Source: an optimization exercise on an open RTL-to-GDS flow (aim: small area, a short achievable clock period and few clock cycles per item). Production flows keep margins and buffers that such runs may drop.
The RTL was checked by simulation tests, not by an equivalence proof against the original design.

==> module murmur2_hash_bucket_select, before the edit <==
module murmur2_hash_bucket_select (
  input  logic        clk,
  input  logic        rst_n,
  input  logic        in_valid,
  output logic        in_stall,
  input  logic [31:0] in_data_word,
  input  logic [2:0]  in_valid_bytes,
  input  logic        in_last_word,
  input  logic [7:0]  in_key_length,
  output logic        out_valid,
  input  logic        out_stall,
  output logic [3:0]  out_bucket,
  output logic [31:0] out_hash_value,
  input  logic        cfg_valid,
  output logic        cfg_ready,
  input  logic        cfg_index,
  input  logic [31:0] cfg_data
);
  logic [31:0] seed_r;
  logic [15:0] ssel_r;       
  logic [3:0]  sm1;          
  logic        adv;
  logic        in_acc;
  logic        in_key_r;     
  logic        seen_r;       
  logic [7:0]  klen_r;       
  logic        v0, blk0, tl0, last0, init0, zk0;
  logic [31:0] w0;
  logic [7:0]  len0;
  logic        v1, blk1, tl1, last1, init1, zk1;
  logic [31:0] k1_r;
  logic [7:0]  len1;
  logic        v2, blk2, tl2, last2, init2, zk2;
  logic [31:0] k2_r;
  logic [7:0]  len2;
  logic [31:0] h_r;
  logic        fv, fzk;
  logic [7:0]  flen;
  logic        gv;
  logic [31:0] g_r;
  logic        mv;
  logic [31:0] o_r;
  logic [9:0]  p1_r;
  logic [4:0]  sp_r;
  logic        out_valid_r;
  logic [31:0] out_hash_r;
  assign adv       = !(out_valid_r && out_stall);
  assign in_stall  = !adv;
  assign in_acc    = in_valid && adv;
  assign cfg_ready = 1'b1;
  assign out_valid      = out_valid_r;
  assign out_hash_value = out_hash_r;
  logic        i_first, i_ne, i_seen, i_blk;
  logic [7:0]  i_len;
  logic [31:0] i_w;
  always_comb begin
    i_first = !in_key_r;
    i_len   = i_first ? in_key_length : klen_r;
    i_ne    = (in_valid_bytes != 3'd0);
    i_blk   = in_valid_bytes[2];
    i_seen  = !i_first && seen_r;
    i_w[7:0]   = in_data_word[7:0];
    i_w[15:8]  = in_data_word[15:8]  & {8{i_blk | in_valid_bytes[1]}};
    i_w[23:16] = in_data_word[23:16] & {8{i_blk | (in_valid_bytes[1:0] == 2'd3)}};
    i_w[31:24] = in_data_word[31:24] & {8{i_blk}};
  end
  always_ff @(posedge clk) begin
    if (!rst_n) begin
      in_key_r <= 1'b0;
      seen_r   <= 1'b0;
      v0       <= 1'b0;
    end else if (adv) begin
      v0 <= in_valid;
      if (in_valid) begin
        in_key_r <= !in_last_word;
        seen_r   <= (i_seen || i_ne) && !in_last_word;
      end
    end
  end
  always_ff @(posedge clk) begin
    if (adv) begin
      if (in_valid && i_first) klen_r <= in_key_length;
      w0    <= i_w;
      blk0  <= i_blk;
      tl0   <= i_ne && !i_blk;
      last0 <= in_last_word;
      init0 <= i_ne && !i_seen;
      zk0   <= !i_ne && in_last_word && !i_seen;
      len0  <= i_len;
    end
  end
  logic [31:0] k1_m, k1_x, k2_m;
  assign k1_x = {k1_r[31:8], k1_r[7:0] ^ k1_r[31:24]};
  mhbs_mulm u_mul_k1 (.x(w0),   .y(k1_m));
  mhbs_mulm u_mul_k2 (.x(k1_x), .y(k2_m));
  always_ff @(posedge clk) begin
    if (!rst_n) begin
      v1 <= 1'b0;
      v2 <= 1'b0;
    end else if (adv) begin
      v1 <= v0;
      v2 <= v1;
    end
  end
  always_ff @(posedge clk) begin
    if (adv) begin
      k1_r  <= blk0 ? k1_m : w0;
      blk1  <= blk0;
      tl1   <= tl0;
      last1 <= last0;
      init1 <= init0;
      zk1   <= zk0;
      len1  <= len0;
      k2_r  <= blk1 ? k2_m : k1_r;
      blk2  <= blk1;
      tl2   <= tl1;
      last2 <= last1;
      init2 <= init1;
      zk2   <= zk1;
      len2  <= len1;
    end
  end
  logic [31:0] sl2, h_in, h_a, h_p, h_n;
  assign sl2  = seed_r ^ {24'b0, len2};
  assign h_in = init2 ? sl2 : h_r;
  assign h_a  = h_in ^ (k2_r & {32{tl2}});
  mhbs_mulm u_mul_h (.x(h_a), .y(h_p));
  assign h_n  = h_p ^ (k2_r & {32{blk2}});
  always_ff @(posedge clk) begin
    if (adv && v2 && (blk2 || tl2)) h_r <= h_n;
  end
  always_ff @(posedge clk) begin
    if (!rst_n) begin
      fv <= 1'b0;
    end else if (adv) begin
      fv <= v2 && last2;
    end
  end
  always_ff @(posedge clk) begin
    if (adv) begin
      fzk  <= zk2;
      flen <= len2;
    end
  end
  logic [31:0] f_h, f_x, f_g;
  assign f_h = fzk ? (seed_r ^ {24'b0, flen}) : h_r;
  assign f_x = f_h ^ (f_h >> 13);
  mhbs_mulm u_mul_f (.x(f_x), .y(f_g));
  always_ff @(posedge clk) begin
    if (!rst_n) begin
      gv          <= 1'b0;
      mv          <= 1'b0;
      out_valid_r <= 1'b0;
    end else if (adv) begin
      gv          <= fv;
      mv          <= gv;
      out_valid_r <= mv;
    end
  end
  logic [31:0] m_o;
  logic [27:0] nib_w;
  logic [39:0] bit_w;
  logic [9:0]  p1;
  logic [5:0]  p2;
  logic [4:0]  p3;
  logic [3:0]  p4;
  logic [4:0]  p4d;
  assign m_o   = g_r ^ (g_r >> 15);
  assign nib_w = mhbs_pkg::nib_wt(ssel_r);
  assign bit_w = mhbs_pkg::bit_wt(ssel_r);
  mhbs_modp1 u_p1 (.x(m_o),  .c(nib_w),        .s(p1));
  mhbs_ws10  u_p2 (.v(p1_r), .w(bit_w),        .s(p2));
  mhbs_ws6   u_p3 (.v(p2),   .w(bit_w[23:0]),  .s(p3));
  mhbs_ws5   u_p4 (.v(sp_r), .w(bit_w[19:0]),  .s(p4));
  always_comb begin
    sm1 = '0;
    for (int i = 0; i < 16; i++) sm1 = sm1 | ({4{ssel_r[i]}} & 4'(i));
  end
  assign p4d        = {1'b0, p4} - {1'b0, sm1} - 5'd1;
  assign out_bucket = p4d[4] ? p4 : p4d[3:0];
  always_ff @(posedge clk) begin
    if (adv) begin
      g_r        <= f_g;
      o_r        <= m_o;
      p1_r       <= p1;
      out_hash_r <= o_r;
      sp_r       <= p3;
    end
  end
  logic [3:0] cfg_sm1;
  always_comb begin
    if (cfg_data[4:0] == 5'd0)                        cfg_sm1 = 4'd0;
    else if (cfg_data[4] && cfg_data[3:0] != 4'd0)    cfg_sm1 = 4'd15;
    else                                              cfg_sm1 = 4'(cfg_data[4:0] - 5'd1);
  end
  always_ff @(posedge clk) begin
    if (!rst_n) begin
      seed_r <= mhbs_pkg::RESET_SEED;
      ssel_r <= mhbs_pkg::RESET_SSEL;
    end else if (cfg_valid) begin
      if (cfg_index) ssel_r <= 16'b1 << cfg_sm1;
      else           seed_r <= cfg_data;
    end
  end
endmodule
Settings: LEC_CHECK=0, CAP_MARGIN=20, CORE_MARGIN=2, CORE_UTILIZATION=40, SETUP_SLACK_MARGIN=3, SLEW_MARGIN=20, SYNTH_HIERARCHICAL=1, SYNTH_MINIMUM_KEEP_SIZE=0; clock period 9.0 ns.
run.sh (not shown) runs the stock make flow with config.mk's settings and CLKGATE_MAP_FILE= SYNTH_SCRIPT=/design/flow/synth_recipe.tcl, a recipe that flattens the netlist after the stock synthesis.
Testbench counts at the start, summed over its fixed seeds: cycles 19,770, keys 3,000.
==> next run, changes <==
--- a/flow/design.v
+++ b/flow/design.v
@@ -1,20 +1,20 @@
 package mhbs_pkg;
   localparam logic [31:0] MIX_MUL       = 32'h5bd1_e995;
   localparam logic [31:0] RESET_SEED    = 32'h1234_abcd;
-  localparam logic [15:0] RESET_SSEL    = 16'h0002;
+  localparam logic [3:0]  RESET_SM1     = 4'd1;
   localparam logic [447:0] NIB_WT_T = 448'h0000000111111128428423193193444444435194356666666714714700000002142142444444411111110000000111111100000000000000;
-  function automatic logic [27:0] nib_wt(logic [15:0] sel);
+  function automatic logic [27:0] nib_wt(logic [3:0] d);
     nib_wt = '0;
     for (int i = 0; i < 16; i++) begin
-      nib_wt = nib_wt | ({28{sel[i]}} & NIB_WT_T[28*i +: 28]);
+      if (d == 4'(i)) nib_wt = nib_wt | NIB_WT_T[28*i +: 28];
     end
   endfunction
   localparam logic [639:0] BIT_WT_T = 640'h00000084212184218421842842842159bc63842184848484216379a584212684268421842157842100000004211421421421242424242121342134210000000021212121212100000000010000000000;
-  function automatic logic [39:0] bit_wt(logic [15:0] sel);
+  function automatic logic [39:0] bit_wt(logic [3:0] d);
     bit_wt = '0;
     for (int i = 0; i < 16; i++) begin
-      bit_wt = bit_wt | ({40{sel[i]}} & BIT_WT_T[40*i +: 40]);
+      if (d == 4'(i)) bit_wt = bit_wt | BIT_WT_T[40*i +: 40];
     end
   endfunction
 endpackage
 module murmur2_hash_bucket_select (
@@ -35,10 +35,9 @@
   input  logic        cfg_index,
   input  logic [31:0] cfg_data
 );
   logic [31:0] seed_r;
-  logic [15:0] ssel_r;       
-  logic [3:0]  sm1;          
+  logic [3:0]  sm1_r;        
   logic        adv;
   logic        in_acc;
   logic        in_key_r;     
   logic        seen_r;       
@@ -184,19 +183,15 @@
   logic [4:0]  p3;
   logic [3:0]  p4;
   logic [4:0]  p4d;
   assign m_o   = g_r ^ (g_r >> 15);
-  assign nib_w = mhbs_pkg::nib_wt(ssel_r);
-  assign bit_w = mhbs_pkg::bit_wt(ssel_r);
+  assign nib_w = mhbs_pkg::nib_wt(sm1_r);
+  assign bit_w = mhbs_pkg::bit_wt(sm1_r);
   mhbs_modp1 u_p1 (.x(m_o),  .c(nib_w),        .s(p1));
   mhbs_ws10  u_p2 (.v(p1_r), .w(bit_w),        .s(p2));
   mhbs_ws6   u_p3 (.v(p2),   .w(bit_w[23:0]),  .s(p3));
   mhbs_ws5   u_p4 (.v(sp_r), .w(bit_w[19:0]),  .s(p4));
-  always_comb begin
-    sm1 = '0;
-    for (int i = 0; i < 16; i++) sm1 = sm1 | ({4{ssel_r[i]}} & 4'(i));
-  end
-  assign p4d        = {1'b0, p4} - {1'b0, sm1} - 5'd1;
+  assign p4d        = {1'b0, p4} - {1'b0, sm1_r} - 5'd1;
   assign out_bucket = p4d[4] ? p4 : p4d[3:0];
   always_ff @(posedge clk) begin
     if (adv) begin
       g_r        <= f_g;
@@ -205,21 +200,20 @@
       out_hash_r <= o_r;
       sp_r       <= p3;
     end
   end
-  logic [3:0] cfg_sm1;
-  always_comb begin
-    if (cfg_data[4:0] == 5'd0)                        cfg_sm1 = 4'd0;
-    else if (cfg_data[4] && cfg_data[3:0] != 4'd0)    cfg_sm1 = 4'd15;
-    else                                              cfg_sm1 = 4'(cfg_data[4:0] - 5'd1);
-  end
   always_ff @(posedge clk) begin
     if (!rst_n) begin
       seed_r <= mhbs_pkg::RESET_SEED;
-      ssel_r <= mhbs_pkg::RESET_SSEL;
+      sm1_r  <= mhbs_pkg::RESET_SM1;
     end else if (cfg_valid) begin
-      if (cfg_index) ssel_r <= 16'b1 << cfg_sm1;
-      else           seed_r <= cfg_data;
+      if (cfg_index) begin
+        if (cfg_data[4:0] == 5'd0)     sm1_r <= 4'd0;
+        else if (cfg_data[4] && cfg_data[3:0] != 4'd0) sm1_r <= 4'd15;
+        else                           sm1_r <= 4'(cfg_data[4:0] - 5'd1);
+      end else begin
+        seed_r <= cfg_data;
+      end
     end
   end
 endmodule
 module mhbs_fa (
What happened: Critical path depth climbs by 1; area after synthesis drops by 0.99%; maximum frequency climbs by 3.1%; via count drops by 0.55%; setup slack improved by 220 ps.
Testbench counts after the change, summed over its fixed seeds: cycles 19,770, keys 3,000.

port drivers added, routing unchanged:
The results above use ideal ports. As a check the final layouts listed here were re-extracted and re-timed, cells and wires unchanged. Step 1, drivers: a clkbuf_16 drives clk and a buf_2 each remaining input, both assumed. Step 2, shift: input delay + t, output delay - t, t = (earliest + latest rising clock arrival at the registers) / 2. This alone moves slack from input paths to output paths. Three values: ideal, step 1, step 2; two values: the first two.
run | t (ns) | setup WS [ns] | hold slack, ns | worst setup path at the end | clock arrival spread, ns
the first run | 0.634 | 1.776 / 1.716 / 1.806 | 0.404 / 0.404 / 0.404 | register to register | 0.034 / 0.034
the second run | 0.629 | 1.996 / 1.934 / 2.018 | 0.417 / 0.417 / 0.417 | register to register | 0.044 / 0.043
After both steps every run listed still meets setup and hold.
